This design comes from an exercise in tuning for small area, a short achievable clock period and few clock cycles on the open sky130 flow, not from production work.
The RTL was checked by simulation tests, not by an equivalence proof against the original design.
Power and IR drop assume default switching activity.

== the reference run ==
==> flow/design.v (excerpt) <==
module mcs51_core #(
  parameter int IRAM_SIZE = mcs51_pkg::IRAM_SIZE_DEFAULT
) (
  input  logic        clk,
  input  logic        reset_n,
  output logic [15:0] code_addr,
  input  logic [7:0]  code_rdata,
  output logic [7:0]  sfr_raddr,
  input  logic [7:0]  sfr_rdata,
  output logic [7:0]  sfr_waddr,
  output logic [7:0]  sfr_wdata,
  output logic        sfr_we
);
Size: about 3100 cells after synthesis, about 59 I/O pins.
==> flow/config.mk <==
export PLATFORM = sky130hd
export DESIGN_NAME = mcs51_core
export DESIGN_NICKNAME = mcs51_core
export VERILOG_FILES = /design/flow/design.v
export SDC_FILE = /design/flow/constraint.sdc
export NUM_CORES = 4
export LEC_CHECK = 0
export CAP_MARGIN = 20
export CORE_MARGIN = 2
export CORE_UTILIZATION = 55
export SLEW_MARGIN = 20
==> flow/constraint.sdc <==
create_clock -name core_clock -period 10.0 [get_ports {clk}]
set_input_delay 2.0000 -clock core_clock [delete_from_list [all_inputs] [get_ports {clk}]]
set_output_delay 2.0000 -clock core_clock [all_outputs]
set_load 0.01 [all_outputs]
standard.sh (not shown) runs the stock make flow with config.mk's settings and CLKGATE_MAP_FILE= SYNTH_SCRIPT=/design/flow/synth_recipe.tcl, a recipe that flattens the netlist after the stock synthesis.
==> flow/flow/run.sh <==
#!/bin/bash
# The standard ORFS layout with three changes: adders are left to ABC as plain
# gates (no full/half-adder cells, which ABC cannot restructure for speed),
# timing repair aims past the clock period (repair_timing's setup margin), and
# no gate cloning, which can leave an overloaded driver after the last design
# repair.
set -euo pipefail
bash standard.sh SETUP_SLACK_MARGIN=6.5 SKIP_GATE_CLONING=1 ADDER_MAP_FILE= finish > standard_flow.log 2>&1
Testbench counts of the reference run, summed over its fixed seeds: cycles 39,651.
> inputs changed (the reference run -> the trial run)
- a change of CORE_UTILIZATION from 55 to 40
==> notes.md <==
The reference run -> the trial run: area used by sequential logic in the layout flat. Cmp the trial run vs the reference run: switching portion of total power lower in the trial run. Measured slew at the worst slew-check pin in the trial run vs the reference run: down 34 ps. Taking the reference run as the reference, in the trial run largest fanout on the critical path has decreased; clock share of power has increased; final instance area has increased.

---

Another version of the RTL of mcs51_core (not shown whole).
Design mcs51_core, start of the top module:
module mcs51_core #(
  parameter int IRAM_SIZE = mcs51_pkg::IRAM_SIZE_DEFAULT
) (
  input  logic        clk,
  input  logic        reset_n,
  output logic [15:0] code_addr,
  input  logic [7:0]  code_rdata,
  output logic [7:0]  sfr_raddr,
  input  logic [7:0]  sfr_rdata,
  output logic [7:0]  sfr_waddr,
  output logic [7:0]  sfr_wdata,
  output logic        sfr_we
);
  localparam logic [1:0] F_OPC = 2'd0;
  localparam logic [1:0] F_B1  = 2'd1;
  localparam logic [1:0] F_B2  = 2'd2;
  logic [7:0] iram [128];
  logic [31:0] rn_one;   
  logic [7:0] acc;
  logic [7:1] psw;       
  logic [7:0] b_reg;
  logic [7:0] sp_reg;
  logic [15:0] pc;
  logic [1:0]  fst;
  logic [7:0]  f_opc;
  logic [7:0]  f_op1;
  logic        r_v;
  logic [3:0]  r_alu;
  logic [1:0]  r_src;
  logic [1:0]  r_dst;
  logic [7:0]  r_imm;
  logic        r_rn;     
  logic [7:0]  raddr;    
  logic        x_v;
  logic [7:0]  x_reg;    
  logic        x_int;    
  logic [7:0]  waddr;
  logic        x_wr_acc;
  logic        x_wr_iram;
  logic        x_wr_psw;
  logic        x_wr_b;
  logic        x_wr_sp;
  logic        x_wr_cy;
  logic        x_arith;
  logic        x_sub;
  logic        x_usecy;
  logic        x_and;
  logic        x_or;
  logic        x_xor;
  logic        x_inc;
  logic        x_dec;
  logic        x_cpl;
  logic        x_pass;
  logic        x_clrc;
  logic        x_setc;
  logic        wb_we;
  logic [6:0]  wb_addr;
  logic [7:0]  wb_data;
  assign code_addr = pc;
  function automatic logic [1:0] op_length(input logic [7:0] op);
    casez (op)
      8'h02, 8'h75:
        op_length = 2'd3;
      8'h74, 8'hE5, 8'hF5, 8'h24, 8'h34, 8'h94, 8'h54, 8'h44, 8'h64,
      8'h80, 8'h40, 8'h50, 8'h60, 8'h70, 8'b0111_1???, 8'b1101_1???:
        op_length = 2'd2;
      default:
        op_length = 2'd1;
    endcase
  endfunction
  function automatic logic [8:0] exec_ctl(input logic [7:0] op);
    casez (op)
      8'h04:        exec_ctl = {1'b1, EA_INC,  ES_ACC, ED_ACC};
      8'b0000_1???: exec_ctl = {1'b1, EA_INC,  ES_MEM, ED_MEM};
      8'h14:        exec_ctl = {1'b1, EA_DEC,  ES_ACC, ED_ACC};
      8'h24:        exec_ctl = {1'b1, EA_ADD,  ES_IMM, ED_ACC};
      8'b0010_1???: exec_ctl = {1'b1, EA_ADD,  ES_MEM, ED_ACC};
      8'h34:        exec_ctl = {1'b1, EA_ADDC, ES_IMM, ED_ACC};
      8'b0011_1???: exec_ctl = {1'b1, EA_ADDC, ES_MEM, ED_ACC};
  ...
Settings: LEC_CHECK=0, CAP_MARGIN=20, CORE_MARGIN=2, CORE_UTILIZATION=40, SLEW_MARGIN=20; clock period 10.0 ns.
==> flow/flow/run.sh <==
#!/bin/bash
# The standard ORFS layout, with timing repair aimed past the clock period
# (repair_timing's setup margin) and without gate cloning, which can leave
# an overloaded driver after the last design repair.
set -euo pipefail
bash standard.sh SETUP_SLACK_MARGIN=6.5 SKIP_GATE_CLONING=1 finish > standard_flow.log 2>&1
The first run produced a clean layout.
Testbench counts at the start, summed over its fixed seeds: cycles 39,651.
Rerun with:
==> flow/flow/run.sh (replaced) <==
#!/bin/bash
# The standard ORFS layout with three changes: adders are left to ABC as plain
# gates (no full/half-adder cells, which ABC cannot restructure for speed),
# timing repair aims past the clock period (repair_timing's setup margin), and
# no gate cloning, which can leave an overloaded driver after the last design
# repair.
set -euo pipefail
bash standard.sh SETUP_SLACK_MARGIN=6.5 SKIP_GATE_CLONING=1 ADDER_MAP_FILE= finish > standard_flow.log 2>&1
The changed run ran to the end with no violations.
Final area hardly moves.
Final cell count decreases by 0.97%.
Critical path depth decreases by 1.
Clock power increases by 6.2%.
Register-to-register slack gets better by 0.34 ns.

==> afterwards: timing with drivers on the ports <==
The flow's constraints put no driver on any port. The routed layouts listed below were extracted and timed again, unchanged, in two steps.
Step 1, drivers: a clkbuf_16 drives clk and a buf_2 each remaining input, both assumed.
Step 2 times the ports against the registers' clock, not the clock port: input delays grow and output delays shrink by t, the midpoint of the rising clock arrivals with the driver on.
Three values: ideal, step 1, step 2; two values: the first two.
run | shift t [ns] | slack for setup (ns) | worst setup path at the end | latest minus earliest clock arrival (ns) | pins driven straight from the clock port
the reference run | 0.804 | 5.857 / 5.899 / 5.095 | input to register | 0.026 / 0.026 | 1
the trial run | 0.812 | 5.953 / 5.993 / 5.181 | input to register | 0.035 / 0.035 | 1
the first run of note 2 | 0.827 | 6.166 / 6.166 / 5.391 | input to register | 0.028 / 0.028 | 1
the second run of note 2 | 0.816 | 6.366 / 6.338 / 5.564 | input to register | 0.035 / 0.035 | 1
After both steps every run listed still meets setup and hold. The setup slack of the second run of note 2, which loses most, moves by -0.028 ns with the drivers and by -0.802 ns with both steps.
